Source: an optimization exercise on an open RTL-to-GDS flow (aim: small area, a short achievable clock period and few clock cycles per item). Production flows keep margins and buffers that such runs may drop. In this exercise RTL edits were held to simulation tests only and were not proved equivalent to the original.

==> flow/design.v, too long to show whole: its modules and the start of the top module <==
// module sram_sequencer: 154 lines
// module chroma_upsampler: 78 lines
// module fir9_a: 184 lines
// module sk_add10: 69 lines
// module colour_matrix: 85 lines
// module ripple_add: 17 lines
// module pixel_x_a: 289 lines
// module pixel_g_a: 266 lines
// module sk_add11: 76 lines
// module yuv_to_rgb_top: 67 lines
module yuv_to_rgb_top (
	input  logic                Clock_50,
	input  logic                Resetn,
	input  logic                start,
	input  csc_pkg::sram_word_t sram_read_data,
	output csc_pkg::sram_req_t  sram_req,
	output logic                done
);
  // ...
==> flow/flow/run.sh <==
#!/bin/bash
# The standard layout, with the port buffers that global placement inserts
# made of buf_4 cells, and clock tree synthesis clustering 25 sinks within
# 80 um per leaf buffer, without dummy loads.
set -euo pipefail
bash standard.sh synth > synth.log 2>&1
export BUFFER_PORTS_ARGS="-buffer_cell sky130_fd_sc_hd__buf_4"
export CTS_ARGS="-sink_clustering_enable -repair_clock_nets -sink_clustering_size 25 -sink_clustering_max_diameter 80 -dont_use_dummy_load"
bash standard.sh finish > layout.log 2>&1
==> flow/standard.sh <==
#!/bin/bash
# synth_recipe.tcl (not shown) runs the flow's synth.tcl, then flattens the netlist and writes it again
# the make line also repeats each setting of config.mk as NAME=value (left out here)
make -C /OpenROAD-flow-scripts/flow DESIGN_CONFIG=/design/flow/config.mk WORK_HOME=/design/flow/orfs CLKGATE_MAP_FILE= SYNTH_SCRIPT=/design/flow/synth_recipe.tcl "${@:-finish}"
==> flow/config.mk <==
export PLATFORM = sky130hd
export DESIGN_NAME = yuv_to_rgb_top
export DESIGN_NICKNAME = yuv_to_rgb_top
export VERILOG_FILES = /design/flow/design.v
export SDC_FILE = /design/flow/constraint.sdc
export NUM_CORES = 4
export LEC_CHECK = 0
export ABC_AREA = 1
export CAP_MARGIN = 20
export CORE_MARGIN = 2
export CORE_UTILIZATION = 40
export SLEW_MARGIN = 20
==> flow/constraint.sdc <==
create_clock -name core_clock -period 15.0 [get_ports {Clock_50}]
set_input_delay 3.0000 -clock core_clock [delete_from_list [all_inputs] [get_ports {Clock_50}]]
set_output_delay 3.0000 -clock core_clock [all_outputs]
set_load 0.01 [all_outputs]
==> impl_metrics.yaml, run 1 <==
status:
  outcome: "complete, no violations"
worst_setup_path:
  worst_ep_arrival_time_ps: 5810
  critPathCapture: "u_sequencer.addr_q[8]$_SDFF_PP0_"
  cpMostUsedCell: "fa_1"
  rr_startpoint: "u_sequencer.ph[0]$_SDFFCE_PP1P_"
  start_kind: "flip-flop"
cells_and_area:
  seq_area_um2: 7800
  final_common_cell: "inv_1"
  fin_area_um2: 19800
  multi_input_area_um2: 8930
  inv_count: 373
  antenna-diode-count: 0
  n_fill_cell: 4225
  layout-drive-gt1-share_pct: 7.02
global_routing:
  grt_pass1_vias: 11375
  met2_usage_pct: 27.8
  use_met3_pct: 2.12
yosys:
  synth_top_family_by_area: "adder cells"
  yosys_warnings: 3
  synth_fp_nets: 1981
  ys_top_cells_by_count: "359 x inv_1, 235 x fa_1, 186 x nand2_1"
  synth_compound_area_share_pct: 4.96
  synth_top_area_share_pct: 25.8
  synthCells: 1583
  ys_seq_area_share_pct: 42.7
clocking:
  tritoncts: "yes"
  htree_levels: 1
  worstSkewPairLatency_ps: 540
floorplanning:
  core-area_um2: 45200
place:
  port_buffers: 53
sta:
  finalSetupViolCount: 0
  timing.final.ws_setup_ps: 9590
  max_clock_freq_ghz: 0.185
Testbench counts, summed over its fixed seeds: cycles 39,408, rows 48.
==> module sram_sequencer, before the edit <==
module sram_sequencer (
	input  logic                Clock_50,
	input  logic                Resetn,
	input  logic                start,
	input  csc_pkg::channel_t   x,
	input  csc_pkg::channel_t   g,
	output logic [34:0]         req,
	output logic                done,
	output logic                push,
	output logic [1:0]          push_src,
	output logic                uh_cap,
	output logic                vh_cap,
	output logic                y_cap,
	output logic                uo_cap,
	output logic [4:0]          phase,
	output logic                sr,
	output logic                sb
);
logic pro;
logic run;
logic [7:0] k;
logic [4:0] ph;
logic [7:0] hold_b;
logic [7:0] hold_g;
logic [17:0] addr_q;
logic [15:0] wd_q;
logic we_q;
logic [17:0] nxt_addr;
logic nxt_we_n;
logic [7:0] kp1;
logic [6:0] cw;
logic [8:0] k3;
logic k_ge7;
logic tail;
logic virt;
logic pre;
logic k_end;
logic idle;
assign req = {addr_q, wd_q, !we_q};
assign idle = !pro && !run;
assign tail = (k >= 8'd154) && (k <= 8'd159);
assign virt = (k == 8'd255);
assign pre = (k[7:1] == 7'h7f);
assign k_end = (k == 8'd160);
assign k_ge7 = (k >= 8'd7);
always_comb begin
	push = 1'b0;
	push_src = 2'd0;
	uh_cap = 1'b0;
	vh_cap = 1'b0;
	if (pro) begin
		push = (k >= 8'd3);
		if (k == 8'd9) push_src = 2'd2;
		else if (k == 8'd10) push_src = 2'd3;
		else begin
			uh_cap = k[0];
			vh_cap = !k[0];
		end
	end else if (run) begin
		if (ph[0]) begin
			push = 1'b1;
			push_src = (k[0] && !tail) ? 2'd1 : 2'd2;
		end
		if (ph[1]) begin
			push = 1'b1;
			push_src = (k[0] && !tail) ? 2'd0 : 2'd3;
			uh_cap = !k[0] && !tail;
			vh_cap = k[0] && !tail;
		end
	end
end
assign y_cap = ph[0];
assign uo_cap = ph[4];
assign phase = ph;
logic kp1_co;
logic cw_co;
logic k3_co;
ripple_add #(.N(8)) u_kp1 (.a (k), .b (8'd0), .ci (1'b1), .s (kp1), .co (kp1_co));
ripple_add #(.N(7)) u_cw (.a (k[7:1]), .b (7'd3), .ci (1'b0), .s (cw), .co (cw_co));
ripple_add #(.N(9)) u_k3 (
	.a  ({k, ph[0] || ph[1]}),
	.b  ({1'b0, k}),
	.ci (ph[1]),
	.s  (k3),
	.co (k3_co)
);
always_comb begin
	nxt_addr = {10'd0, kp1};
	nxt_we_n = 1'b1;
	if (idle) begin
		nxt_addr = csc_pkg::u_base;
	end else if (pro) begin
		if (k == 8'd11) nxt_addr = csc_pkg::u_base | 18'd2;
		else nxt_addr = (k[0] ? csc_pkg::v_base : csc_pkg::u_base) | {17'd0, k_ge7};
	end else begin
		if (ph[3]) begin
			nxt_addr = (k[0] ? csc_pkg::v_base : csc_pkg::u_base) | {11'd0, cw};
		end else if (ph[4]) begin
			nxt_addr = csc_pkg::rgb_base | {9'd0, k3};
			nxt_we_n = virt;
		end else if (ph[0] || ph[1]) begin
			nxt_addr = csc_pkg::rgb_base | {9'd0, k3};
			nxt_we_n = pre;
		end
	end
end
always_ff @(posedge Clock_50 or negedge Resetn) begin
	if (!Resetn) begin
		pro <= 1'b0;
		run <= 1'b0;
		done <= 1'b0;
		we_q <= 1'b0;
	end else begin
		we_q <= !nxt_we_n;
		if (idle) begin
			if (start) begin
				pro <= 1'b1;
				done <= 1'b0;
			end
		end else if (pro) begin
			if (k == 8'd12) begin
				pro <= 1'b0;
				run <= 1'b1;
			end
		end else if (ph[2] && k_end) begin
			run <= 1'b0;
			done <= 1'b1;
		end
	end
end
always_ff @(posedge Clock_50) begin
	addr_q <= nxt_addr;
	if (idle) begin
		k <= 8'd1;
	end else if (pro) begin
		if (k == 8'd12) begin
			k <= 8'd254;
			ph <= 5'b00001;
		end else begin
			k <= kp1;
		end
	end else begin
		ph <= {ph[3:0], ph[4]};
		if (ph[1]) k <= kp1;
	end
	sr <= ph[2] || ph[3];
	sb <= ph[1] || ph[4];
	if (ph[3]) hold_b <= x;
	hold_g <= g;
	if (ph[4]) wd_q <= {x, g};
	else if (ph[0]) wd_q <= {hold_b, x};
	else wd_q <= {hold_g, x};
end
endmodule
==> inputs of run 2 (changes only) <==
--- a/flow/design.v
+++ b/flow/design.v
@@ -41,7 +41,9 @@
 logic [7:0] hold_g;
 logic [17:0] addr_q;
 logic [15:0] wd_q;
-logic we_q;
+logic done_q;
+logic done_o;
+logic we_n_o;
 logic [17:0] nxt_addr;
 logic nxt_we_n;
 logic [7:0] kp1;
@@ -53,7 +55,8 @@
 logic pre;
 logic k_end;
 logic idle;
-assign req = {addr_q, wd_q, !we_q};
+assign req = {addr_q, wd_q, we_n_o};
+assign done = done_o;
 assign idle = !pro && !run;
 assign tail = (k >= 8'd154) && (k <= 8'd159);
 assign virt = (k == 8'd255);
@@ -91,15 +94,13 @@
 assign phase = ph;
 logic kp1_co;
 logic cw_co;
-logic k3_co;
 ripple_add #(.N(8)) u_kp1 (.a (k), .b (8'd0), .ci (1'b1), .s (kp1), .co (kp1_co));
 ripple_add #(.N(7)) u_cw (.a (k[7:1]), .b (7'd3), .ci (1'b0), .s (cw), .co (cw_co));
-ripple_add #(.N(9)) u_k3 (
+sk_add9 u_k3 (
 	.a  ({k, ph[0] || ph[1]}),
 	.b  ({1'b0, k}),
 	.ci (ph[1]),
-	.s  (k3),
-	.co (k3_co)
+	.s  (k3)
 );
 always_comb begin
 	nxt_addr = {10'd0, kp1};
@@ -125,14 +126,12 @@
 	if (!Resetn) begin
 		pro <= 1'b0;
 		run <= 1'b0;
-		done <= 1'b0;
-		we_q <= 1'b0;
+		done_q <= 1'b0;
 	end else begin
-		we_q <= !nxt_we_n;
 		if (idle) begin
 			if (start) begin
 				pro <= 1'b1;
-				done <= 1'b0;
+				done_q <= 1'b0;
 			end
 		end else if (pro) begin
 			if (k == 8'd12) begin
@@ -141,11 +140,17 @@
 			end
 		end else if (ph[2] && k_end) begin
 			run <= 1'b0;
-			done <= 1'b1;
+			done_q <= 1'b1;
 		end
 	end
 end
 always_ff @(posedge Clock_50) begin
+	we_n_o <= nxt_we_n;
+	if (idle && start) done_o <= 1'b0;
+	else if (run && ph[2] && k_end) done_o <= 1'b1;
+	else done_o <= done_q;
+end
+always_ff @(posedge Clock_50) begin
 	addr_q <= nxt_addr;
 	if (idle) begin
 		k <= 8'd1;
@@ -169,6 +174,68 @@
 	else wd_q <= {hold_g, x};
 end
 endmodule
+module sk_add9 (
+	input  logic [8:0] a,
+	input  logic [8:0] b,
+	input  logic [0:0] ci,
+	output logic [8:0] s
+);
+	wire g0 = a[0] & b[0];
+	wire g1 = a[1] & b[1];
+	wire g2 = a[2] & b[2];
+	wire g3 = a[3] & b[3];
+	wire g4 = a[4] & b[4];
+	wire g5 = a[5] & b[5];
+	wire g6 = a[6] & b[6];
+	wire g7 = a[7] & b[7];
+	wire g8 = a[8] & b[8];
+	wire p9 = a[0] ^ b[0];
+	wire p10 = a[1] ^ b[1];
+	wire p11 = a[2] ^ b[2];
+	wire p12 = a[3] ^ b[3];
+	wire p13 = a[4] ^ b[4];
+	wire p14 = a[5] ^ b[5];
+	wire p15 = a[6] ^ b[6];
+	wire p16 = a[7] ^ b[7];
+	wire p17 = a[8] ^ b[8];
+	wire G18 = g0 | (p9 & ci);
+	wire G19 = g1 | (p10 & G18);
+	wire P20 = p10 & p9;
+	wire G21 = g3 | (p12 & g2);
+	wire P22 = p12 & p11;
+	wire G23 = g5 | (p14 & g4);
+	wire P24 = p14 & p13;
+	wire G25 = g7 | (p16 & g6);
+	wire P26 = p16 & p15;
+	wire G27 = g2 | (p11 & G19);
+	wire P28 = p11 & P20;
+	wire G29 = G21 | (P22 & G19);
+	wire P30 = P22 & P20;
+	wire G31 = g6 | (p15 & G23);
+	wire P32 = p15 & P24;
+	wire G33 = G25 | (P26 & G23);
+	wire P34 = P26 & P24;
+	wire G35 = g4 | (p13 & G29);
+	wire P36 = p13 & P30;
+	wire G37 = G23 | (P24 & G29);
+	wire P38 = P24 & P30;
+	wire G39 = G31 | (P32 & G29);
+	wire P40 = P32 & P30;
+	wire G41 = G33 | (P34 & G29);
+	wire P42 = P34 & P30;
+	wire G43 = g8 | (p17 & G41);
+	wire P44 = p17 & P42;
+	wire s45 = p9 ^ ci;
+	wire s46 = p10 ^ G18;
+	wire s47 = p11 ^ G19;
+	wire s48 = p12 ^ G27;
+	wire s49 = p13 ^ G29;
+	wire s50 = p14 ^ G35;
+	wire s51 = p15 ^ G37;
+	wire s52 = p16 ^ G39;
+	wire s53 = p17 ^ G41;
+	assign s = {s53, s52, s51, s50, s49, s48, s47, s46, s45};
+endmodule
 `timescale 1ns/1ps
 module chroma_upsampler (
 	input  logic                Clock_50,
==> run 2 against run 1 <==
  * Sequential share of layout area rose by 0.13 points
  * Clock-buffer cell count is 2 lower
  * Cell count is 0.67% higher
  * Non-clock buffer count decreased by 1
==> impl_metrics.yaml, run 2 <==
status:
  outcome: "complete, no violations"
floorplanning:
  die_area_um2: 47500
  die_h_um: 218
  chipWidth_um: 218
  ios: 55
  core-area_um2: 45300
  num_rows: 78
  start_util_pct: 40.4
sta:
  finalSetupViolCount: 0
  timing.final.ws_setup_ps: 11000
  timing.final.crit_share_pct: 26.7
  max_slew.worst_pin.slew_ps: 1140
  rsz0062_at_grt: "no"
  finalSetupTns_ps: 0
  max_clock_freq_ghz: 0.250
  fin_crit_ps: 4000
  slew_headroom_pct: 23.9
  skew_ps: 38.6
  hold_viol_final: 0
  maxSlewViolCount: 0
global_routing:
  grt_pass1_wl_mm: 63.5
  grt-ovfl-total: 0
  grt_pass1_vias: 11554
  grtUsageTotal_pct: 17.3
  grt_max_degree: 91
  antenna_found_initial: 0
worst_setup_path:
  cpPeakStageDelay_ps: 360
  start_kind: "flip-flop"
  path_max_fanout: 1
  endpoint_kind: "primary output"
  crit_required_ps: 12000
  worst_ep_arrival_time_ps: 1000
  path_cells: "buf_4"
  criticalPathCategory: "reg -> out"
  cp_slowest_cell: "dfxtp_1"
  path_delay_family: "flip-flops"
  cp_num_buf_inv: 1
cells_and_area:
  nNetsFinal: 2049
  finalNonFillerCells: 2253
  syn_to_final_growth_pct: 8.15
  final_cell_mix: "361 x inv_1, 231 x fa_1, 193 x nand2_1"
  largest_reg_flops: 96
  layout-drive-gt1-share_pct: 6.05
  fin_area_um2: 19800
  final_common_cell: "inv_1"
  top_register: "u_upsampler.w"
  antenna-diode-count: 0
routing:
  wirelength_mm: 38.6
  dr.pass1.iters: 5
  vias: 10744
  drt-initial-drc-count: 714
  drc_errors: 0
  viasPerCell: 4.77
  ant_nets: 0
  wire_per_inst_um: 17.1
clocking:
  hold_buffers: 0
  tritoncts: "yes"
  clkTransAtPathRegs_ps: 100
  worstSkewPairLatency_ps: 510
  post-cts-setup-buffer-count: 0
  cts_root_buf: "clkbuf_16"
  clock_sinks: 315
  post_cts_resized: 0
  clockBufferDepth: 3
  htree_levels: 1
  numCtsBuffers: 18
place:
  dp_cells: 2235
  place_congestion: 0.896
  dpl-instance-area_um2: 19300
  port_buffers: 53
  pre_cts_ws_ps: 11020
  dp.final_hpwl_mm: 30.7
yosys:
  yosysMostFrequentCell: "inv_1"
  synthTopCellsByArea: "fa_1 25%, edfxtp_1 24%, dfxtp_1 18%, ha_1 9.8%, inv_1 7.4%"
  ys_seq_area_share_pct: 42.7
  synth_cell_types: 45
  synth_top_area_share_pct: 25.3
  synthCells: 1605
  synth_edf_count: 149
  synth_fp_nets: 1999
  synth_area_um2: 18300
  ys.flop_type: "dfxtp_1"
  post_synth.cell_area_avg_um2: 11.4
  yosys_warnings: 3
  synth_top_cell_by_area: "fa_1"
  synth-async-reset-ratio_pct: 0.952
  ys_seq_elements: 315
  ys_top_cells_by_count: "361 x inv_1, 231 x fa_1, 193 x nand2_1"
hold_path:
  hold_class: "reg -> reg"
job:
  drv_cap: 0
## run 2: cell types whose count changed after synthesis, sizes merged, moves of 6 or more
cell and delta:
a21oi +9, a31oi -6, inv -7, nand3 +21, o21ai +6
## run 2: final timing paths
kind,start,endpoint,slack (ps),cells past startpoint
setup / recovery,u_sequencer.wd_q[7]$_DFF_P_,sram_req[8],11000,1
hold / removal,u_upsampler.w[48]$_DFFE_PP_,u_upsampler.w[56]$_DFFE_PP_,420,0
setup reg to reg,u_matrix.x_pq$_DFF_P_,u_sequencer.hold_b[7]$_DFFE_PP_,11050,14
hold reg to reg,u_upsampler.w[48]$_DFFE_PP_,u_upsampler.w[56]$_DFFE_PP_,420,0
max in group asynchronous,Resetn,u_sequencer.pro$_DFFE_PN0P_,12640,1
min in group asynchronous,Resetn,u_sequencer.done_q$_DFFE_PN0P_,2270,1
## run 2: cells by family (layout without fill, tap and decap cells)
logic type	Yosys count	count (layout)	synth area share [%]
AO/OA/AOI/OAI	158	158	4.97
XOR/XNOR	13	13	0.622
adder cells (fa/ha/maj)	375	375	35.1
buffers and inverters	393	441	8.28
flip-flops	315	315	42.7
other	1	1	0.0205
AND/OR/NAND/NOR	350	350	8.28
## run 2: layout make-up
class | instances | area (µm²)
Tap cell | 600 | 751
Fill cell | 4330 | 25500
Multi-Input combinational cell | 897 | 8970
Clock buffer | 18 | 450
Sequential cell | 315 | 7810
Inverter | 367 | 1380
Timing Repair Buffer | 56 | 424
## run 2: per-layer routing
metal	share of wire (%)	global-route usage, %	up-vias
met4	1.5	2.95	0
met3	4.8	2.40	34
li1	-	-	5106
met2	48	28.4	206
met1	46	24.8	5398
met5	0	0	-
## run 2: per-stage QoR
stage,utilization [%],hold WS (ps)
finish,43.7,424
global route,43.7,430
CTS,43.7,425
detailed placement,42.7,405
global placement,42.7,401
floorplan,-,400
Testbench counts of run 2, summed over its fixed seeds: cycles 39,408, rows 48.
==> inputs of run 3 (changes only) <==
--- a/flow/design.v
+++ b/flow/design.v
@@ -51,7 +51,6 @@
 logic [8:0] k3;
 logic k_ge7;
 logic tail;
-logic virt;
 logic pre;
 logic k_end;
 logic idle;
@@ -59,8 +58,7 @@
 assign done = done_o;
 assign idle = !pro && !run;
 assign tail = (k >= 8'd154) && (k <= 8'd159);
-assign virt = (k == 8'd255);
-assign pre = (k[7:1] == 7'h7f);
+assign pre = (k == 8'd255);
 assign k_end = (k == 8'd160);
 assign k_ge7 = (k >= 8'd7);
 always_comb begin
@@ -70,9 +68,12 @@
 	vh_cap = 1'b0;
 	if (pro) begin
 		push = (k >= 8'd3);
-		if (k == 8'd9) push_src = 2'd2;
-		else if (k == 8'd10) push_src = 2'd3;
-		else begin
+		if (k == 8'd9 || k == 8'd13) begin
+			push_src = 2'd2;
+		end else if (k == 8'd10 || k == 8'd14) begin
+			push_src = 2'd3;
+			uh_cap = (k == 8'd14);
+		end else begin
 			uh_cap = k[0];
 			vh_cap = !k[0];
 		end
@@ -90,7 +91,7 @@
 	end
 end
 assign y_cap = ph[0];
-assign uo_cap = ph[4];
+assign uo_cap = ph[4] || (ph[2] && k == 8'd0);
 assign phase = ph;
 logic kp1_co;
 logic cw_co;
@@ -109,13 +110,15 @@
 		nxt_addr = csc_pkg::u_base;
 	end else if (pro) begin
 		if (k == 8'd11) nxt_addr = csc_pkg::u_base | 18'd2;
+		else if (k == 8'd12) nxt_addr = csc_pkg::y_base;
+		else if (k == 8'd13) nxt_addr = csc_pkg::v_base | 18'd2;
 		else nxt_addr = (k[0] ? csc_pkg::v_base : csc_pkg::u_base) | {17'd0, k_ge7};
 	end else begin
 		if (ph[3]) begin
 			nxt_addr = (k[0] ? csc_pkg::v_base : csc_pkg::u_base) | {11'd0, cw};
 		end else if (ph[4]) begin
 			nxt_addr = csc_pkg::rgb_base | {9'd0, k3};
-			nxt_we_n = virt;
+			nxt_we_n = 1'b0;
 		end else if (ph[0] || ph[1]) begin
 			nxt_addr = csc_pkg::rgb_base | {9'd0, k3};
 			nxt_we_n = pre;
@@ -134,7 +137,7 @@
 				done_q <= 1'b0;
 			end
 		end else if (pro) begin
-			if (k == 8'd12) begin
+			if (k == 8'd14) begin
 				pro <= 1'b0;
 				run <= 1'b1;
 			end
@@ -155,8 +158,8 @@
 	if (idle) begin
 		k <= 8'd1;
 	end else if (pro) begin
-		if (k == 8'd12) begin
-			k <= 8'd254;
+		if (k == 8'd14) begin
+			k <= 8'd255;
 			ph <= 5'b00001;
 		end else begin
 			k <= kp1;
--- a/flow/flow/run.sh
+++ b/flow/flow/run.sh
@@ -6,4 +6,5 @@
 bash standard.sh synth > synth.log 2>&1
 export BUFFER_PORTS_ARGS="-buffer_cell sky130_fd_sc_hd__buf_4"
 export CTS_ARGS="-sink_clustering_enable -repair_clock_nets -sink_clustering_size 25 -sink_clustering_max_diameter 80 -dont_use_dummy_load"
+export SETUP_SLACK_MARGIN=11.2
 bash standard.sh finish > layout.log 2>&1
==> run 3 against run 2 <==
  * Die area is 0.75% higher
  * Sequential cell count is the same
  * Non-clock buffer count rose by 10
  * Largest cell class unchanged
==> impl_metrics.yaml, run 3 <==
routing:
  ant_nets: 0
  viasPerCell: 4.77
  drc_errors: 0
  wirelength_mm: 38.7
  wire_per_inst_um: 16.9
  vias: 10933
  dr.pass1.iters: 5
  drt-initial-drc-count: 650
sta:
  slew_headroom_pct: 33.7
  skew_ps: 67.9
  timing.final.crit_share_pct: 26.4
  hold_viol_final: 0
  rsz0062_at_grt: "yes"
  max_slew.worst_pin.slew_ps: 991
  maxSlewViolCount: 0
  fin_crit_ps: 3960
  max_clock_freq_ghz: 0.252
  finalSetupViolCount: 0
  holdWs_ps: 413
  timing.final.ws_setup_ps: 11040
  finalSetupTns_ps: 0
cells_and_area:
  antenna-diode-count: 0
  largest_reg_flops: 96
  layout-drive-gt1-share_pct: 9.59
  final_cell_mix: "361 x inv_1, 230 x fa_1, 202 x nand2_1"
  fin_area_um2: 20200
  nNetsFinal: 2086
  top_register: "u_upsampler.w"
  final_common_cell: "inv_1"
  syn_to_final_growth_pct: 9.84
worst_setup_path:
  cpPeakStageDelay_ps: 330
  path_max_fanout: 3
  worst_ep_arrival_time_ps: 960
  path_delay_family: "flip-flops"
  endpoint_kind: "primary output"
  crit_required_ps: 12000
  path_cells: "buf_4"
  start_kind: "flip-flop"
  cp_num_buf_inv: 1
  cp_slowest_cell: "dfxtp_2"
  criticalPathCategory: "reg -> out"
yosys:
  synth_top_cell_by_area: "fa_1"
  synthTopCellsByArea: "fa_1 25%, edfxtp_1 24%, dfxtp_1 18%, ha_1 9.8%, inv_1 7.4%"
  post_synth.cell_area_avg_um2: 11.3
  yosys_warnings: 3
  synth_cell_types: 45
  ys_seq_area_share_pct: 42.4
  yosysMostFrequentCell: "inv_1"
  synth-async-reset-ratio_pct: 0.952
  ys_seq_elements: 315
  synth_edf_count: 149
  ys.flop_type: "dfxtp_1"
  synth_top_area_share_pct: 25.1
  synthCells: 1628
  synth_fp_nets: 2022
  synth_area_um2: 18400
  ys_top_cells_by_count: "361 x inv_1, 231 x fa_1, 202 x nand2_1"
clocking:
  tritoncts: "yes"
  worstSkewPairLatency_ps: 550
  hold_buffers: 0
  numCtsBuffers: 21
  clock_sinks: 315
  cts_root_buf: "clkbuf_16"
  htree_levels: 1
  clockBufferDepth: 3
  clkTransAtPathRegs_ps: 90
floorplanning:
  start_util_pct: 40.5
  ios: 55
  die_h_um: 219
  die_area_um2: 47800
  num_rows: 78
  chipWidth_um: 219
  core-area_um2: 45500
place:
  port_buffers: 53
  pre_cts_ws_ps: 11230
  place_congestion: 0.879
  dp.final_hpwl_mm: 30.9
  dpl-instance-area_um2: 19500
global_routing:
  grt_pass1_wl_mm: 63.1
  grtUsageTotal_pct: 17.1
  grt_max_degree: 77
  grt_pass1_vias: 11741
  antenna_found_initial: 0
  grt-ovfl-total: 0
hold_path:
  hold_class: "reg -> reg"
status:
  outcome: "complete, no violations"
job:
  drv_cap: 0
run 3: path summary, 6_finish.rpt:
path	slack, ps	cells after the start	end	start
hold reg to reg	410	2	u_upsampler.y[4]$_DFF_P_	u_upsampler.yh[12]$_DFFE_PP_
max in group asynchronous	12620	1	u_sequencer.pro$_DFFE_PN0P_	Resetn
hold / removal	410	2	u_upsampler.y[4]$_DFF_P_	u_upsampler.yh[12]$_DFFE_PP_
setup / recovery	11040	1	sram_req[27]	u_sequencer.addr_q[12]$_SDFF_PP1_
setup reg to reg	11380	10	u_upsampler.sum_o[7]$_DFF_P_	u_upsampler.w[8]$_DFFE_PP_
min in group asynchronous	2270	1	u_sequencer.done_q$_DFFE_PN0P_	Resetn
run 3: layout make-up:
type                    count  area [µm²]
clock buffers              21         526
fillers                  4317       25200
inverters                 371        1400
multi-input cells         917        9100
flip-flops and latches    315        7850
well taps                 600         751
repair buffers             66         619
run 3: timing repair:
| item | in CTS | in global routing |
|---|---|---|
| pin swaps | 0 | 1 |
| buffers inserted | 0 | 10 |
| resized for setup | 53 | 15 |
| endpoints found under the setup margin | 35 | 62 |
| hold endpoints to repair | 0 | 0 |
run 3: logic make-up (layout without fill, tap and decap cells):
logic type      count (synthesis)  after routing  synth area share, %
flops                         315            315                 42.4
buf+inv                       396            458                 8.34
simple gates                  367            367                 8.89
compound gates                159            159                 4.79
other cells                     1              1               0.0203
fa+ha+maj                     375            375                 34.9
xor+xnor                       15             15                0.713
run 3: metrics by stage:
| stage | cells | util (%) |
|---|---|---|
| after global routing | 2290 | 44.5 |
| after global placement | 2259 | 42.8 |
| final | 2290 | 44.5 |
| after detailed placement | 2259 | 42.8 |
| after floorplan | 1628 | - |
| after CTS | 2280 | 44.3 |
run 3: metal layers:
layer	track usage, %	up-vias	part of all wire [%]
li1	-	5202	-
met1	23.5	5483	46
met2	28.6	197	48
met3	2.21	51	3.9
met4	4.57	0	2.3
met5	0	-	0
Testbench counts of run 3, summed over its fixed seeds: cycles 39,264, rows 48.
==> inputs of run 4 (changes only) <==
--- a/flow/flow/run.sh
+++ b/flow/flow/run.sh
@@ -6,5 +6,4 @@
 bash standard.sh synth > synth.log 2>&1
 export BUFFER_PORTS_ARGS="-buffer_cell sky130_fd_sc_hd__buf_4"
 export CTS_ARGS="-sink_clustering_enable -repair_clock_nets -sink_clustering_size 25 -sink_clustering_max_diameter 80 -dont_use_dummy_load"
-export SETUP_SLACK_MARGIN=11.2
 bash standard.sh finish > layout.log 2>&1
==> run 4 against run 3 <==
  * Still clean on timing, DRC and antenna
  * Critical path type unchanged
  * First-iteration DRC count decreased by 14%
  * Largest cell class unchanged
  * Via count decreased by 0.46%
  * Maximum frequency decreased by 1.2%
  * Sequential share of layout area increased by 0.36 points
  * Highest routed layer unchanged
==> impl_metrics.yaml, run 4 <==
global_routing:
  grtUsageTotal_pct: 17.1
  grt_pass1_vias: 11844
  grt_max_degree: 54
  grt_pass1_wl_mm: 63.3
  grt-ovfl-total: 0
  antenna_found_initial: 0
yosys:
  ys_seq_area_share_pct: 42.4
  synth_top_cell_by_area: "fa_1"
  synth_fp_nets: 2022
  synthCells: 1628
  yosys_warnings: 3
  synth_top_area_share_pct: 25.1
  synth_area_um2: 18400
  synth-async-reset-ratio_pct: 0.952
  ys_seq_elements: 315
  ys_top_cells_by_count: "361 x inv_1, 231 x fa_1, 202 x nand2_1"
  synth_cell_types: 45
  synth_edf_count: 149
  post_synth.cell_area_avg_um2: 11.3
  yosysMostFrequentCell: "inv_1"
  ys.flop_type: "dfxtp_1"
  synthTopCellsByArea: "fa_1 25%, edfxtp_1 24%, dfxtp_1 18%, ha_1 9.8%, inv_1 7.4%"
sta:
  timing.final.crit_share_pct: 26.7
  finalSetupViolCount: 0
  skew_ps: 39.0
  slew_headroom_pct: 31.6
  hold_viol_final: 0
  holdWs_ps: 383
  maxSlewViolCount: 0
  fin_crit_ps: 4010
  rsz0062_at_grt: "no"
  finalSetupTns_ps: 0
  max_clock_freq_ghz: 0.249
  max_slew.worst_pin.slew_ps: 1020
clocking:
  numCtsBuffers: 19
  tritoncts: "yes"
  cts_root_buf: "clkbuf_16"
  clkTransAtPathRegs_ps: 90
  post_cts_resized: 0
  clock_sinks: 315
  worstSkewPairLatency_ps: 530
  htree_levels: 1
  post-cts-setup-buffer-count: 0
  hold_buffers: 0
  clockBufferDepth: 3
floorplanning:
  chipWidth_um: 219
  num_rows: 78
  core-area_um2: 45500
  ios: 55
  start_util_pct: 40.5
  die_area_um2: 47800
  die_h_um: 219
cells_and_area:
  fin_util_pct: 43.9
  antenna-diode-count: 0
  layout-drive-gt1-share_pct: 7.02
  nNetsFinal: 2076
  fin_area_um2: 20000
  largest_reg_flops: 96
  top_register: "u_upsampler.w"
  syn_to_final_growth_pct: 8.29
  final_common_cell: "inv_1"
  final_cell_mix: "361 x inv_1, 231 x fa_1, 202 x nand2_1"
job:
  drv_cap: 0
worst_setup_path:
  cp_num_buf_inv: 1
  path_max_fanout: 3
  criticalPathCategory: "reg -> out"
  crit_required_ps: 12000
  path_cells: "buf_4"
  endpoint_kind: "primary output"
  start_kind: "flip-flop"
  cp_slowest_cell: "dfxtp_1"
  cpPeakStageDelay_ps: 370
  path_delay_family: "flip-flops"
  worst_ep_arrival_time_ps: 1010
hold_path:
  hold_class: "reg -> reg"
routing:
  ant_nets: 0
  drc_errors: 0
  dr.pass1.iters: 6
  wirelength_mm: 38.6
  drt-initial-drc-count: 561
  vias: 10883
  wire_per_inst_um: 16.9
  viasPerCell: 4.77
place:
  dp.final_hpwl_mm: 30.7
  place_congestion: 0.890
  port_buffers: 53
  dpl-instance-area_um2: 19500
status:
  outcome: "complete, no violations"
run 4: cell counts after synthesis:
Identical to the previous run, type by type.
run 4: cell families (layout without fill, tap and decap cells):
logic type                 after synthesis  after routing  synth area share [%]
other                                    1              1                0.0203
buffers and inverters                  396            448                  8.34
xor gates and xnor gates                15             15                 0.713
DFF                                    315            315                  42.4
AOI/OAI and AO/OA                      159            159                  4.79
and+or+nand+nor                        367            367                  8.89
adders and majority gates              375            375                  34.9
run 4: worst reg2reg max path: cells and delay by family, from the launching register on:
family,cells,cell delay (ps)
fa+ha+maj,3,1360
xor+xnor,1,140
flops,1,300
buf+inv,1,50
compound gates,1,190
simple gates,9,1490
run 4: per-stage QoR:
step / cells / setup WS [ps]
after global routing: 2280 / 10930
after floorplan: 1628 / 6690
final: 2280 / 10990
after global placement: 2261 / 11300
after CTS: 2280 / 10960
after detailed placement: 2261 / 11270
run 4: metal layers:
layer | vias up | track usage (%) | wire, µm
met2 | 234 | 28.9 | 18400
met3 | 42 | 2.83 | 1960
li1 | 5172 | - | -
met5 | - | 0 | 0
met1 | 5435 | 23.1 | 17500
met4 | 0 | 3.94 | 697
run 4: path summary, 6_finish.rpt:
| path | endpoint | startpoint | slack, ps | depth (start not counted) |
|---|---|---|---|---|
| setup reg to reg | u_sequencer.hold_b[7]$_DFFE_PP_ | u_matrix.x_pq$_DFF_P_ | 11290 | 15 |
| max in group asynchronous | u_sequencer.pro$_DFFE_PN0P_ | Resetn | 12630 | 1 |
| hold reg to reg | u_upsampler.w[56]$_DFFE_PP_ | u_upsampler.w[48]$_DFFE_PP_ | 380 | 0 |
| hold / removal | u_upsampler.w[56]$_DFFE_PP_ | u_upsampler.w[48]$_DFFE_PP_ | 380 | 0 |
| setup / recovery | sram_req[26] | u_sequencer.addr_q[12]$_SDFF_PP1_ | 10990 | 1 |
| min in group asynchronous | u_sequencer.done_q$_DFFE_PN0P_ | Resetn | 2270 | 1 |
run 4: layout make-up:
| type | instances | area (µm²) |
|---|---|---|
| Clock buffer | 19 | 475 |
| Fill cell | 4320 | 25500 |
| Inverter | 371 | 1390 |
| Multi-Input combinational cell | 917 | 9090 |
| Sequential cell | 315 | 7810 |
| Tap cell | 600 | 751 |
| Timing Repair Buffer | 58 | 435 |
==> module chroma_upsampler, before the edit <==
module chroma_upsampler (
	input  logic                Clock_50,
	input  csc_pkg::sram_word_t sram_read_data,
	input  logic                push,
	input  logic [1:0]          push_src,
	input  logic                uh_cap,
	input  logic                vh_cap,
	input  logic                y_cap,
	input  logic                uo_cap,
	input  logic [4:0]          phase,
	output csc_pkg::sample_t    y,
	output csc_pkg::sample_t    u,
	output csc_pkg::sample_t    c
);
logic [11:0][7:0] w;
logic [15:0] uh;
logic [15:0] yh;
logic [7:0] uoh;
logic [7:0] pin;
logic [8:0] sum_o;
logic [8:0] sum_m;
logic [8:0] sum_i;
logic [9:0] s0;
logic [9:0] s1;
logic c8;
logic [9:0] s0_q;
logic [9:0] s1_q;
logic c8_q;
logic [9:0] acc;
logic [7:0] sum_o_s;
logic [7:0] sum_m_s;
logic [7:0] sum_i_s;
logic sum_o_c;
logic sum_m_c;
logic sum_i_c;
logic [7:0] fir;
always_comb begin
	case (push_src)
		2'd0: pin = sram_read_data[15:8];
		2'd2: pin = uh[7:0];
		default: pin = uh[15:8];
	endcase
end
fir9_a u_fir (
	.p  (sum_o),
	.q  (sum_m),
	.r  (sum_i),
	.s0 (s0),
	.s1 (s1),
	.c8 (c8)
);
ripple_add #(.N(8)) u_sum_o (.a (w[11]), .b (w[1]), .ci (1'b0), .s (sum_o_s), .co (sum_o_c));
ripple_add #(.N(8)) u_sum_m (.a (w[9]), .b (w[3]), .ci (1'b0), .s (sum_m_s), .co (sum_m_c));
ripple_add #(.N(8)) u_sum_i (.a (w[7]), .b (w[5]), .ci (1'b0), .s (sum_i_s), .co (sum_i_c));
sk_add10 u_acc (.a (s0_q), .b (s1_q), .ci (c8_q), .s (acc));
assign fir = acc[9] ? 8'd0 : (acc[8] ? 8'd255 : acc[7:0]);
always_ff @(posedge Clock_50) begin
	if (push) w <= {w[10:0], pin};
	if (uh_cap) uh <= sram_read_data;
	else if (vh_cap) uh[15:8] <= sram_read_data[7:0];
	if (y_cap) yh <= sram_read_data;
	sum_o <= {sum_o_c, sum_o_s};
	sum_m <= {sum_m_c, sum_m_s};
	sum_i <= {sum_i_c, sum_i_s};
	s0_q <= s0;
	s1_q <= s1;
	c8_q <= c8;
	if (uo_cap) uoh <= fir;
	u <= phase[2] ? w[9] : uoh;
	if (phase[1] || phase[2]) begin
		y <= yh[15:8];
		c <= w[8];
	end else begin
		y <= yh[7:0];
		c <= phase[3] ? fir : uoh;
	end
end
endmodule
==> inputs of run 5 (changes only) <==
--- a/flow/design.v
+++ b/flow/design.v
@@ -256,7 +256,7 @@
 );
 logic [11:0][7:0] w;
 logic [15:0] uh;
-logic [15:0] yh;
+logic [7:0] ylo;
 logic [7:0] uoh;
 logic [7:0] pin;
 logic [8:0] sum_o;
@@ -300,7 +300,12 @@
 	if (push) w <= {w[10:0], pin};
 	if (uh_cap) uh <= sram_read_data;
 	else if (vh_cap) uh[15:8] <= sram_read_data[7:0];
-	if (y_cap) yh <= sram_read_data;
+	if (y_cap) begin
+		y <= sram_read_data[15:8];
+		ylo <= sram_read_data[7:0];
+	end else if (phase[3]) begin
+		y <= ylo;
+	end
 	sum_o <= {sum_o_c, sum_o_s};
 	sum_m <= {sum_m_c, sum_m_s};
 	sum_i <= {sum_i_c, sum_i_s};
@@ -309,13 +314,8 @@
 	c8_q <= c8;
 	if (uo_cap) uoh <= fir;
 	u <= phase[2] ? w[9] : uoh;
-	if (phase[1] || phase[2]) begin
-		y <= yh[15:8];
-		c <= w[8];
-	end else begin
-		y <= yh[7:0];
-		c <= phase[3] ? fir : uoh;
-	end
+	if (phase[1] || phase[2]) c <= w[8];
+	else c <= phase[3] ? fir : uoh;
 end
 endmodule
 module fir9_a (
--- a/flow/config.mk
+++ b/flow/config.mk
@@ -5,7 +5,6 @@
 export SDC_FILE = /design/flow/constraint.sdc
 export NUM_CORES = 4
 export LEC_CHECK = 0
-export ABC_AREA = 1
 export CAP_MARGIN = 20
 export CORE_MARGIN = 2
 export CORE_UTILIZATION = 40
==> run 5 against run 4 <==
  * Worst hold slack gained 36 ps
  * Critical path depth is the same
  * Clock skew grew 17 ps
  * Clock-buffer cell count shrank 1
  * Register-to-register slack lost 200 ps
  * Still clean on timing, DRC and antenna
  * Sequential share of layout area shrank 0.55 points
  * Critical path type unchanged
==> impl_metrics.yaml, run 5 <==
yosys:
  ys_seq_elements: 307
  synth_edf_count: 149
  synth_top_cell_by_area: "fa_1"
  ys_seq_area_share_pct: 41.7
  synthTopCellsByArea: "fa_1 25%, edfxtp_1 24%, dfxtp_1 17%, ha_1 9.8%, inv_1 6.7%"
  yosysMostFrequentCell: "inv_1"
  synth_fp_nets: 1884
  synth_top_family_by_area: "adder cells"
  ys.flop_type: "dfxtp_1"
  synth_cell_types: 76
  synth-simple-area-share_pct: 5.06
  synth-async-reset-ratio_pct: 0.977
  synth_compound_area_share_pct: 7.24
  synth_fa_ha_area_share_pct: 35.0
  synth_top_area_share_pct: 25.2
  ys_top_cells_by_count: "325 x inv_1, 231 x fa_1, 155 x dfxtp_1"
  synth_mux_area_share_pct: 2.77
  post_synth.cell_area_avg_um2: 12.3
  yosys_warnings: 3
  synth_area_um2: 18300
  synth-xor-area-share_pct: 0.669
  synthCells: 1490
clocking:
  worstSkewPairLatency_ps: 540
  post_cts_resized: 0
  hold_buffers: 0
  post-cts-setup-buffer-count: 0
  clockBufferDepth: 3
  tritoncts: "yes"
  htree_levels: 1
  clock_sinks: 307
  cts_root_buf: "clkbuf_16"
  clkTransAtPathRegs_ps: 90
  numCtsBuffers: 18
worst_setup_path:
  start_kind: "flip-flop"
  crit_required_ps: 12000
  cp-startpoint: "u_sequencer.wd_q[5]$_DFF_P_"
  rr_startpoint: "u_matrix.x_pq$_DFF_P_"
  cp_num_buf_inv: 1
  worst_ep_arrival_time_ps: 1010
  path_cells: "buf_4"
  criticalPathCategory: "reg -> out"
  cp_slowest_cell: "dfxtp_1"
  cpPeakStageDelay_ps: 370
  endpoint_kind: "primary output"
  path_delay_family: "flip-flops"
  path_max_fanout: 1
routing:
  dr.pass1.iters: 5
  drc_errors: 0
  viasPerCell: 4.86
  vias: 10366
  ant_nets: 0
  wirelength_mm: 39.5
  drt-initial-drc-count: 767
  wire_per_inst_um: 18.5
cells_and_area:
  fin_util_pct: 43.8
  syn_to_final_growth_pct: 8.15
  finalNonFillerCells: 2135
  largest_reg_flops: 96
  antenna-diode-count: 0
  top_register: "u_upsampler.w"
  final_cell_mix: "325 x inv_1, 231 x fa_1, 155 x dfxtp_1"
  final_common_cell: "inv_1"
  top_regs: "u_upsampler.w: 96 flops, u_sequencer.wd_q: 16 flops, u_upsampler.uh: 16 flops"
  n_fill_cell: 4170
  layout-drive-gt1-share_pct: 8.34
  nNetsFinal: 1931
sta:
  maxSlewViolCount: 0
  finalSetupTns_ps: 0
  timing.final.crit_share_pct: 26.7
  finalSetupViolCount: 0
  max_clock_freq_ghz: 0.250
  slew_headroom_pct: 30.4
  hold_viol_final: 0
  max_slew.worst_pin.slew_ps: 1040
  fin_crit_ps: 4010
  rsz0062_at_grt: "no"
  skew_ps: 56.1
hold_path:
  hold_start: "u_upsampler.w[34]$_DFFE_PP_"
  hold_class: "reg -> reg"
floorplanning:
  die_h_um: 218
  start_util_pct: 40.5
  num_rows: 78
  chipWidth_um: 218
  die_area_um2: 47600
  core-area_um2: 45300
  ios: 55
global_routing:
  grt_max_degree: 75
  grtUsageTotal_pct: 17.6
  grt_pass1_wl_mm: 63.9
  grt_pass1_vias: 11343
  antenna_found_initial: 0
  grt-ovfl-total: 0
job:
  drv_cap: 0
status:
  outcome: "complete, no violations"
place:
  dp.final_hpwl_mm: 31.0
  place_congestion: 0.904
  port_buffers: 53
  dp_cells: 2117
run 5: cell count changes in the layout (fill, tap and decap cells not counted), moves of 13 or more:
cell / previous run / this run
nand2_1: 202 / 47
nand3_1: 47 / 10
inv_1: 361 / 325
mux2_2: 0 / 22
o21ai_0: 60 / 41
a21o_1: 7 / 25
mux2i_1: 0 / 14
nand4_1: 21 / 8
run 5: logic make-up after synthesis:
kind of cell | after synthesis
adders and majority gates | 375
buffers and inverters | 356
DFF | 307
AOI/OAI and AO/OA | 204
and+or+nand+nor | 189
muxes | 44
xor gates and xnor gates | 14
other | 1
run 5: final timing paths:
check	depth (start not counted)	slack [ps]	endpoint
max reg2reg	12	11090	u_sequencer.wd_q[15]$_DFF_P_
min in group asynchronous	1	2240	u_sequencer.pro$_DFFE_PN0P_
max in group asynchronous	1	12650	u_sequencer.run$_DFFE_PN0P_
max	1	10990	sram_req[6]
min reg2reg	0	420	u_upsampler.w[42]$_DFFE_PP_
min	0	420	u_upsampler.w[42]$_DFFE_PP_
run 5: area by class of cell:
class	count	area, µm²	area share (%)
Multi-Input combinational cell	827	9330	47.0
Inverter	326	1220	6.17
Sequential cell	307	7650	38.6
Tap cell	600	751	3.79
Clock buffer	18	450	2.27
Timing Repair Buffer	57	428	2.16
run 5: layer usage:
metal / vias to the layer above / GRT usage (%) / wire length [µm]
li1: 4889 / - / -
met1: 5220 / 24.2 / 18200
met2: 216 / 29.5 / 18900
met3: 41 / 2.34 / 1660
met4: 0 / 4.20 / 775
met5: - / 0 / 0
run 5: stage by stage:
stage               setup WS [ps]  cell area [µm²]  hold WS [ps]
global route                10890            19800           428
finish                      10990            19800           419
floorplan                    6550            18300           400
global placement            11140            19400           400
CTS                         10960            19800           425
detailed placement          11060            19400           405
Testbench counts of run 5, summed over its fixed seeds: cycles 39,264, rows 48.
==> inputs of run 6 (changes only) <==
--- a/flow/config.mk
+++ b/flow/config.mk
@@ -5,6 +5,7 @@
 export SDC_FILE = /design/flow/constraint.sdc
 export NUM_CORES = 4
 export LEC_CHECK = 0
+export ABC_AREA = 1
 export CAP_MARGIN = 20
 export CORE_MARGIN = 2
 export CORE_UTILIZATION = 40
==> run 6 against run 5 <==
  * Die area shrank 0.17%
  * Global-route usage shrank 0.34 points
  * Maximum frequency fell by 0.79%
  * Largest cell class unchanged
  * Cell area stayed put
  * Register-to-register slack gained 190 ps
  * Sequential cell count is the same
==> impl_metrics.yaml, run 6 <==
status:
  outcome: "complete, no violations"
cells_and_area:
  final_common_cell: "inv_1"
  fin_util_pct: 43.8
  layout-drive-gt1-share_pct: 7.81
  final_cell_mix: "361 x inv_1, 231 x fa_1, 202 x nand2_1"
  syn_to_final_growth_pct: 8.34
  n_fill_cell: 4262
  top_register: "u_upsampler.w"
  nNetsFinal: 2060
  top_regs: "u_upsampler.w: 96 flops, u_sequencer.wd_q: 16 flops, u_upsampler.uh: 16 flops"
  largest_reg_flops: 96
floorplanning:
  start_util_pct: 40.4
  num_rows: 78
  core-area_um2: 45300
  chipWidth_um: 218
  ios: 55
  die_area_um2: 47500
  die_h_um: 218
hold_path:
  hold_class: "reg -> reg"
yosys:
  synth_fp_nets: 2004
  yosys_warnings: 3
  synthCells: 1610
  post_synth.cell_area_avg_um2: 11.4
  synth_top_area_share_pct: 25.3
  synth_top_cell_by_area: "fa_1"
  yosysMostFrequentCell: "inv_1"
  synth-async-reset-ratio_pct: 0.977
  synth_cell_types: 48
  synthTopCellsByArea: "fa_1 25%, edfxtp_1 24%, dfxtp_1 17%, ha_1 9.8%, inv_1 7.4%"
  ys_seq_elements: 307
  synth_edf_count: 149
  synth_area_um2: 18300
  ys.flop_type: "dfxtp_1"
  ys_seq_area_share_pct: 41.8
  ys_top_cells_by_count: "361 x inv_1, 231 x fa_1, 202 x nand2_1"
sta:
  hold_viol_final: 0
  max_clock_freq_ghz: 0.248
  rsz0062_at_grt: "no"
  timing.final.ws_setup_ps: 10960
  finalSetupViolCount: 0
  max_slew.worst_pin.slew_ps: 917
  fin_crit_ps: 4040
  skew_ps: 52.7
  timing.final.crit_share_pct: 26.9
  maxSlewViolCount: 0
  finalSetupTns_ps: 0
  slew_headroom_pct: 38.9
worst_setup_path:
  worst_ep_arrival_time_ps: 1040
  path_max_fanout: 1
  cp_num_buf_inv: 1
  cpPeakStageDelay_ps: 370
  path_cells: "buf_4"
  cp_slowest_cell: "dfxtp_1"
  criticalPathCategory: "reg -> out"
  crit_required_ps: 12000
  endpoint_kind: "primary output"
  start_kind: "flip-flop"
  path_delay_family: "flip-flops"
global_routing:
  grt_max_degree: 62
  grt_pass1_wl_mm: 62.9
  grt-ovfl-total: 0
  grt_pass1_vias: 11468
  grtUsageTotal_pct: 17.2
  antenna_found_initial: 1
clocking:
  tritoncts: "yes"
  post_cts_resized: 0
  htree_levels: 1
  clockBufferDepth: 3
  clkTransAtPathRegs_ps: 100
  cts_root_buf: "clkbuf_16"
  post-cts-setup-buffer-count: 0
  numCtsBuffers: 18
  worstSkewPairLatency_ps: 520
  clock_sinks: 307
  hold_buffers: 0
place:
  dp.final_hpwl_mm: 31.5
  port_buffers: 53
  pre_cts_ws_ps: 11240
  place_congestion: 0.878
routing:
  drc_errors: 0
  ant_nets: 0
  drt-initial-drc-count: 642
  dr.pass1.iters: 5
  wirelength_mm: 39.4
  vias: 10799
  viasPerCell: 4.77
  wire_per_inst_um: 17.4
job:
  drv_cap: 0
run 6: cell count changes after synthesis, sizes merged, moves of 13 or more:
cell   previous run  this run
a21o             25         9
inv             326       370
nand3            10        46
mux2i            14         0
o21ai            54        67
mux2             30         0
nand4             8        21
nand2            47       217
run 6: final cells by class:
cell class / instances / area, µm² / area share, %
diodes: 1 / 2.50 / 0.0126
clock buffers: 18 / 450 / 2.27
inverters: 371 / 1400 / 7.05
multi-input cells: 908 / 9130 / 46.0
flip-flops and latches: 307 / 7650 / 38.6
well taps: 600 / 751 / 3.79
repair buffers: 60 / 450 / 2.27
run 6: cell families (layout without fill, tap and decap cells):
group	Yosys count	in the layout	share of synthesized area [%]
buffers and inverters	395	449	8.39
other	1	2	0.0205
adders and majority gates	375	375	35.1
xor gates and xnor gates	17	17	0.813
DFF	307	307	41.8
and+or+nand+nor	356	356	8.95
AOI/OAI and AO/OA	159	159	4.91
run 6: final timing paths:
path | depth (start not counted) | from | slack, ps | end
hold reg to reg | 0 | u_upsampler.w[51]$_DFFE_PP_ | 410 | u_upsampler.w[59]$_DFFE_PP_
hold / removal | 0 | u_upsampler.w[51]$_DFFE_PP_ | 410 | u_upsampler.w[59]$_DFFE_PP_
setup reg to reg | 15 | u_matrix.x_pq$_DFF_P_ | 11280 | u_sequencer.hold_b[7]$_DFFE_PP_
min in group asynchronous | 1 | Resetn | 2250 | u_sequencer.done_q$_DFFE_PN0P_
setup / recovery | 1 | u_sequencer.wd_q[15]$_DFF_P_ | 10960 | sram_req[16]
max in group asynchronous | 1 | Resetn | 12650 | u_sequencer.pro$_DFFE_PN0P_
run 6: routing by layer:
| layer | routed length, µm | GRT usage (%) | part of all wire [%] |
|---|---|---|---|
| met4 | 925 | 4.40 | 2.3 |
| met5 | 0 | 0 | 0 |
| met3 | 2230 | 2.71 | 5.7 |
| met2 | 18500 | 28.2 | 47 |
| met1 | 17800 | 24.0 | 45 |
run 6: per-stage QoR:
stage	instances	cell area [µm²]	hold WS (ps)
finish	2265	19800	414
global route	2264	19800	423
CTS	2264	19800	414
detailed placement	2246	19400	405
global placement	2246	19400	401
floorplan	1610	18300	400
==> inputs of run 7 (changes only) <==
--- a/flow/config.mk
+++ b/flow/config.mk
@@ -8,5 +8,5 @@
 export ABC_AREA = 1
 export CAP_MARGIN = 20
 export CORE_MARGIN = 2
-export CORE_UTILIZATION = 40
+export CORE_UTILIZATION = 55
 export SLEW_MARGIN = 20
==> run 7 against run 6 <==
  * Cell count fell by 7.0%
  * Sequential cell count stayed put
  * Utilization grew 16 points
  * Non-clock buffer count stayed put
  * Die area decreased by 27%
  * First-iteration DRC count is 12% higher
  * Via count grew 0.98%
  * Clock skew grew 21 ps
==> impl_metrics.yaml, run 7 <==
status:
  outcome: "complete, no violations"
clocking:
  tritoncts: "yes"
  worstSkewPairLatency_ps: 530
  clockBufferDepth: 3
  post-cts-setup-buffer-count: 0
  cts_root_buf: "clkbuf_16"
  hold_buffers: 0
  htree_levels: 1
  post_cts_resized: 0
  numCtsBuffers: 18
  clock_sinks: 307
  clkTransAtPathRegs_ps: 90
routing:
  viasPerCell: 5.18
  drc_errors: 0
  ant_nets: 0
  wirelength_mm: 38.7
  dr.pass1.iters: 5
  vias: 10905
  drt-initial-drc-count: 720
  wire_per_inst_um: 18.4
sta:
  finalSetupViolCount: 0
  holdWs_ps: 397
  finalSetupTns_ps: 0
  max_clock_freq_ghz: 0.250
  fin_crit_ps: 3990
  slew_headroom_pct: 34.3
  max_slew.worst_pin.slew_ps: 981
  timing.final.crit_share_pct: 26.6
  maxSlewViolCount: 0
  rsz0062_at_grt: "no"
  hold_viol_final: 0
  skew_ps: 73.9
yosys:
  synthTopCellsByArea: "fa_1 25%, edfxtp_1 24%, dfxtp_1 17%, ha_1 9.8%, inv_1 7.4%"
  ys_seq_elements: 307
  ys.flop_type: "dfxtp_1"
  synth-async-reset-ratio_pct: 0.977
  post_synth.cell_area_avg_um2: 11.4
  synth_top_cell_by_area: "fa_1"
  synthCells: 1610
  ys_seq_area_share_pct: 41.8
  synth_cell_types: 48
  synth_top_area_share_pct: 25.3
  yosysMostFrequentCell: "inv_1"
  yosys_warnings: 3
  ys_top_cells_by_count: "361 x inv_1, 231 x fa_1, 202 x nand2_1"
  synth_fp_nets: 2004
  synth_edf_count: 149
  synth_area_um2: 18300
cells_and_area:
  antenna-diode-count: 0
  final_cell_mix: "361 x inv_1, 231 x fa_1, 202 x nand2_1"
  n_fill_cell: 2730
  final_common_cell: "inv_1"
  layout-drive-gt1-share_pct: 7.81
  nNetsFinal: 2060
  top_register: "u_upsampler.w"
  largest_reg_flops: 96
  top_regs: "u_upsampler.w: 96 flops, u_sequencer.wd_q: 16 flops, u_upsampler.uh: 16 flops"
  fin_util_pct: 60.2
  syn_to_final_growth_pct: 7.25
floorplanning:
  die_area_um2: 34800
  core-area_um2: 32600
  start_util_pct: 56.1
  die_h_um: 186
  chipWidth_um: 186
  ios: 55
  num_rows: 66
worst_setup_path:
  crit_required_ps: 12000
  path_delay_family: "flip-flops"
  endpoint_kind: "primary output"
  worst_ep_arrival_time_ps: 990
  path_cells: "buf_4"
  cpPeakStageDelay_ps: 370
  cp_num_buf_inv: 1
  cp_slowest_cell: "dfxtp_1"
  criticalPathCategory: "reg -> out"
  path_max_fanout: 3
  start_kind: "flip-flop"
place:
  port_buffers: 53
  place_congestion: 0.904
  dp.final_hpwl_mm: 31.0
global_routing:
  grt-ovfl-total: 0
  grt_pass1_vias: 11267
  grtUsageTotal_pct: 23.2
  grt_pass1_wl_mm: 62.7
  antenna_found_initial: 2
  grt_max_degree: 69
hold_path:
  hold_class: "reg -> reg"
job:
  drv_cap: 0
[run 7: cell counts after synthesis]
Identical to the previous run, type by type.
[run 7: per-stage QoR]
stage	area (µm²)	setup slack (ps)	instances
final	19600	11010	2106
after global routing	19600	10970	2106
after CTS	19600	10970	2106
after detailed placement	19200	11320	2088
after global placement	19200	11380	2088
after floorplan	18300	6750	1610
[run 7: path summary, 6_finish.rpt]
kind	startpoint	to	slack (ps)	cells after the start
worst max-delay path	u_sequencer.addr_q[12]$_SDFF_PP1_	sram_req[29]	11010	1
worst min-delay path	u_upsampler.w[56]$_DFFE_PP_	u_upsampler.w[64]$_DFFE_PP_	400	0
worst max register to register	u_matrix.x_pq$_DFF_P_	u_sequencer.hold_b[7]$_DFFE_PP_	11310	15
worst min register to register	u_upsampler.w[56]$_DFFE_PP_	u_upsampler.w[64]$_DFFE_PP_	400	0
max in group asynchronous	Resetn	u_sequencer.pro$_DFFE_PN0P_	12620	1
min in group asynchronous	Resetn	u_sequencer.done_q$_DFFE_PN0P_	2290	1
[run 7: cells by family after synthesis]
family                     synth area share (%)
adders and majority gates                  35.1
DFF                                        41.8
buffers and inverters                      8.39
xor gates and xnor gates                  0.813
other                                    0.0205
and+or+nand+nor                            8.95
AOI/OAI and AO/OA                          4.91
[run 7: layout make-up]
class	count	area, µm²	area share [%]
Multi-Input combinational cell	908	9130	46.5
Sequential cell	307	7650	39.0
Inverter	371	1400	7.12
Tap cell	442	553	2.82
Clock buffer	18	450	2.29
Timing Repair Buffer	60	450	2.29
[run 7: routing by layer]
metal	up-vias	routed length (µm)	GRT usage [%]	part of all wire, %
met5	-	0	0	0
met4	0	708	4.49	1.8
met3	53	2100	3.74	5.4
met2	256	17800	36.4	46
met1	5469	18100	34.6	47
li1	5127	-	-	-
==> inputs of run 8 (changes only) <==
==> flow/flow/run.sh (replaced) <==
#!/bin/bash
# The standard layout, with the port buffers that global placement inserts
# made of buf_4 cells, and clock tree synthesis clustering 25 sinks within
# 80 um per leaf buffer, without dummy loads.
set -euo pipefail
bash standard.sh synth > synth.log 2>&1
export BUFFER_PORTS_ARGS="-buffer_cell sky130_fd_sc_hd__buf_4"
export CTS_ARGS="-sink_clustering_enable -repair_clock_nets -sink_clustering_size 16 -sink_clustering_max_diameter 60 -dont_use_dummy_load -buf_list sky130_fd_sc_hd__clkbuf_8"
bash standard.sh finish > layout.log 2>&1
==> run 8 against run 7 <==
  * Critical path type unchanged
  * Utilization down 0.19 points
  * Sequential share of layout area up 0.12 points
  * Largest cell class unchanged
  * Clock skew up 8.9 ps
  * Critical path depth unchanged
==> impl_metrics.yaml, run 8 <==
worst_setup_path:
  cp_num_buf_inv: 1
  critical_path.reg2reg.endpoint: "u_sequencer.hold_b[7]$_DFFE_PP_"
  cpPeakStageDelay_ps: 380
  crit_required_ps: 12000
  path_cells: "buf_4"
  path_delay_family: "flip-flops"
  endpoint_kind: "primary output"
  cp_slowest_cell: "dfxtp_1"
  criticalPathCategory: "reg -> out"
  rr_startpoint: "u_matrix.x_pq$_DFF_P_"
  start_kind: "flip-flop"
  r2r_setup_slack_ps: 11340
  path_max_fanout: 3
  worst_ep_arrival_time_ps: 1090
  ff2ff_path_depth: 15
yosys:
  synth_cell_types: 48
  synthTopCellsByArea: "fa_1 25%, edfxtp_1 24%, dfxtp_1 17%, ha_1 9.8%, inv_1 7.4%"
  synth_top_area_share_pct: 25.3
  post_synth.cell_area_avg_um2: 11.4
  synth-async-reset-ratio_pct: 0.977
  ys_seq_elements: 307
  yosys_warnings: 3
  synth_top_family_by_area: "adder cells"
  ys_top_cells_by_count: "361 x inv_1, 231 x fa_1, 202 x nand2_1"
  synth_compound_area_share_pct: 4.91
  synthCells: 1610
  yosysMostFrequentCell: "inv_1"
  synth-xor-area-share_pct: 0.813
  ys.flop_type: "dfxtp_1"
  synth_fp_nets: 2004
  synth_area_um2: 18300
  ys_seq_area_share_pct: 41.8
  synth-simple-area-share_pct: 8.95
  synth_mux_area_share_pct: 0
  synth_edf_count: 149
  synth_fa_ha_area_share_pct: 35.1
  synth_top_cell_by_area: "fa_1"
cells_and_area:
  nNetsFinal: 2070
  final_cell_mix: "361 x inv_1, 231 x fa_1, 202 x nand2_1"
  seq_area_um2: 7650
  top_register: "u_upsampler.w"
  fin_util_pct: 60.0
  top_regs: "u_upsampler.w: 96 flops, u_sequencer.wd_q: 16 flops, u_upsampler.uh: 16 flops"
  layout-drive-gt1-share_pct: 8.36
  multi_input_area_um2: 9130
  final_common_cell: "inv_1"
  syn_to_final_growth_pct: 6.90
  n_fill_cell: 2741
  largest_reg_flops: 96
sta:
  timing.final.crit_share_pct: 27.3
  hold_viol_final: 0
  rsz0062_at_grt: "no"
  finalSetupViolCount: 0
  fin_crit_ps: 4090
  slew_headroom_pct: 36.5
  max_slew.worst_pin.slew_ps: 949
  skew_ps: 82.9
  max_clock_freq_ghz: 0.245
  maxSlewViolCount: 0
  finalSetupTns_ps: 0
clocking:
  clkTransAtPathRegs_ps: 100
  post-cts-setup-buffer-count: 0
  clock_sinks: 307
  worstSkewPairLatency_ps: 610
  htree_levels: 1
  clockBufferDepth: 3
  cts_root_buf: "clkbuf_8"
  post_cts_resized: 0
  hold_buffers: 0
  tritoncts: "yes"
  numCtsBuffers: 28
global_routing:
  grt_pass1_vias: 11357
  grt_pass1_wl_mm: 62.5
  grt_max_degree: 69
  grt-ovfl-total: 0
  grtUsageTotal_pct: 23.3
  antenna_found_initial: 3
routing:
  drt-initial-drc-count: 666
  ant_nets: 0
  dr.pass1.iters: 5
  vias: 10912
  drc_errors: 0
  viasPerCell: 5.15
  wirelength_mm: 38.7
  wire_per_inst_um: 18.3
place:
  dp.final_hpwl_mm: 31.0
  port_buffers: 53
  place_congestion: 0.904
floorplanning:
  die_area_um2: 34800
  die_h_um: 186
  ios: 55
  start_util_pct: 56.1
  chipWidth_um: 186
  core-area_um2: 32600
  num_rows: 66
hold_path:
  hold_end: "u_upsampler.w[45]$_DFFE_PP_"
  hold_class: "reg -> reg"
  hold_start: "u_upsampler.w[37]$_DFFE_PP_"
  min_path_cells: 0
status:
  outcome: "complete, no violations"
job:
  drv_cap: 0
-- run 8: metal layers --
layer	track usage (%)	part of all wire [%]	wire length [µm]
met1	34.0	46	17700
met2	35.7	45	17600
met3	4.87	6.5	2510
met4	6.22	2.2	859
met5	0	0	0
-- run 8: final cells by class --
cell class                 count  share of cell area (%)
multi-input combinational    908                    46.6
sequential                   307                    39.1
inverter                     371                    7.14
tap                          442                    2.83
timing repair buffer          60                    2.30
clock buffer                  28                    1.97
antenna                        1                  0.0128
-- run 8: how the worst max path moves through the flow --
stage	start	to	cells past startpoint
2_1_floorplan	u_sequencer.ph[0]$_SDFFCE_PP1P_	u_upsampler.w[0]$_DFFE_PP_	3
3_3_place_gp	sram_read_data[13]	u_upsampler.y[5]$_DFFE_PP_	3
3_5_place_dp	u_matrix.x_pq$_DFF_P_	u_sequencer.hold_b[7]$_DFFE_PP_	15
4_1_cts	u_sequencer.addr_q[12]$_SDFF_PP1_	sram_req[29]	1
5_1_grt	u_sequencer.addr_q[12]$_SDFF_PP1_	sram_req[29]	1
6_report	u_sequencer.addr_q[12]$_SDFF_PP1_	sram_req[29]	1
-- run 8: kinds of logic (layout without fill, tap and decap cells) --
| logic type | Yosys count | count (layout) |
|---|---|---|
| AND/OR/NAND/NOR | 356 | 356 |
| other | 1 | 2 |
| flip-flops | 307 | 307 |
| AO/OA/AOI/OAI | 159 | 159 |
| buffers and inverters | 395 | 459 |
| XOR/XNOR | 17 | 17 |
| adder cells (fa/ha/maj) | 375 | 375 |
-- run 8: stage by stage --
| step | setup slack [ps] | instance area, µm² | instances | hold slack, ps |
|---|---|---|---|---|
| 5_1_grt | 10850 | 19600 | 2116 | 426 |
| 3_5_place_dp | 11320 | 19200 | 2088 | 405 |
| 3_3_place_gp | 11380 | 19200 | 2088 | 400 |
| 2_1_floorplan | 6750 | 18300 | 1610 | 400 |
| 4_1_cts | 10860 | 19600 | 2116 | 420 |
| 6_report | 10910 | 19600 | 2117 | 418 |

[afterwards: timing with drivers on the ports]
The results above use ideal ports. As a check the final layouts listed here were re-extracted and re-timed, cells and wires unchanged. Step 1 assumes that a clkbuf_16 drives the clock port and a buf_2 every other input. Step 2 adds t to the input delays and takes it off the output delays; t is the mean of the earliest and latest rising clock arrival at the registers after step 1. Input paths then give back, and output paths get back, about the clock's delay inside the block. Slacks: ideal ports / drivers / drivers and shift; pairs: ideal ports / drivers.
run	t, ns	setup slack, ns	worst setup path at the end	worst register clock-pin slew, ns
run 1	0.557	9.595 / 9.595 / 9.595	register to register	0.09 / 0.09
run 2	0.547	11.001 / 10.944 / 11.046	register to register	0.10 / 0.10
run 3	0.569	11.038 / 10.983 / 11.378	register to register	0.09 / 0.09
run 4	0.566	10.990 / 10.931 / 11.285	register to register	0.10 / 0.10
run 5	0.558	10.993 / 10.941 / 11.087	register to register	0.11 / 0.11
run 6	0.547	10.961 / 10.909 / 11.284	register to register	0.10 / 0.10
run 7	0.548	11.008 / 10.957 / 11.309	register to register	0.10 / 0.10
run 8	0.613	10.912 / 10.865 / 11.344	register to register	0.10 / 0.10
After both steps setup and hold are still met in every run listed.
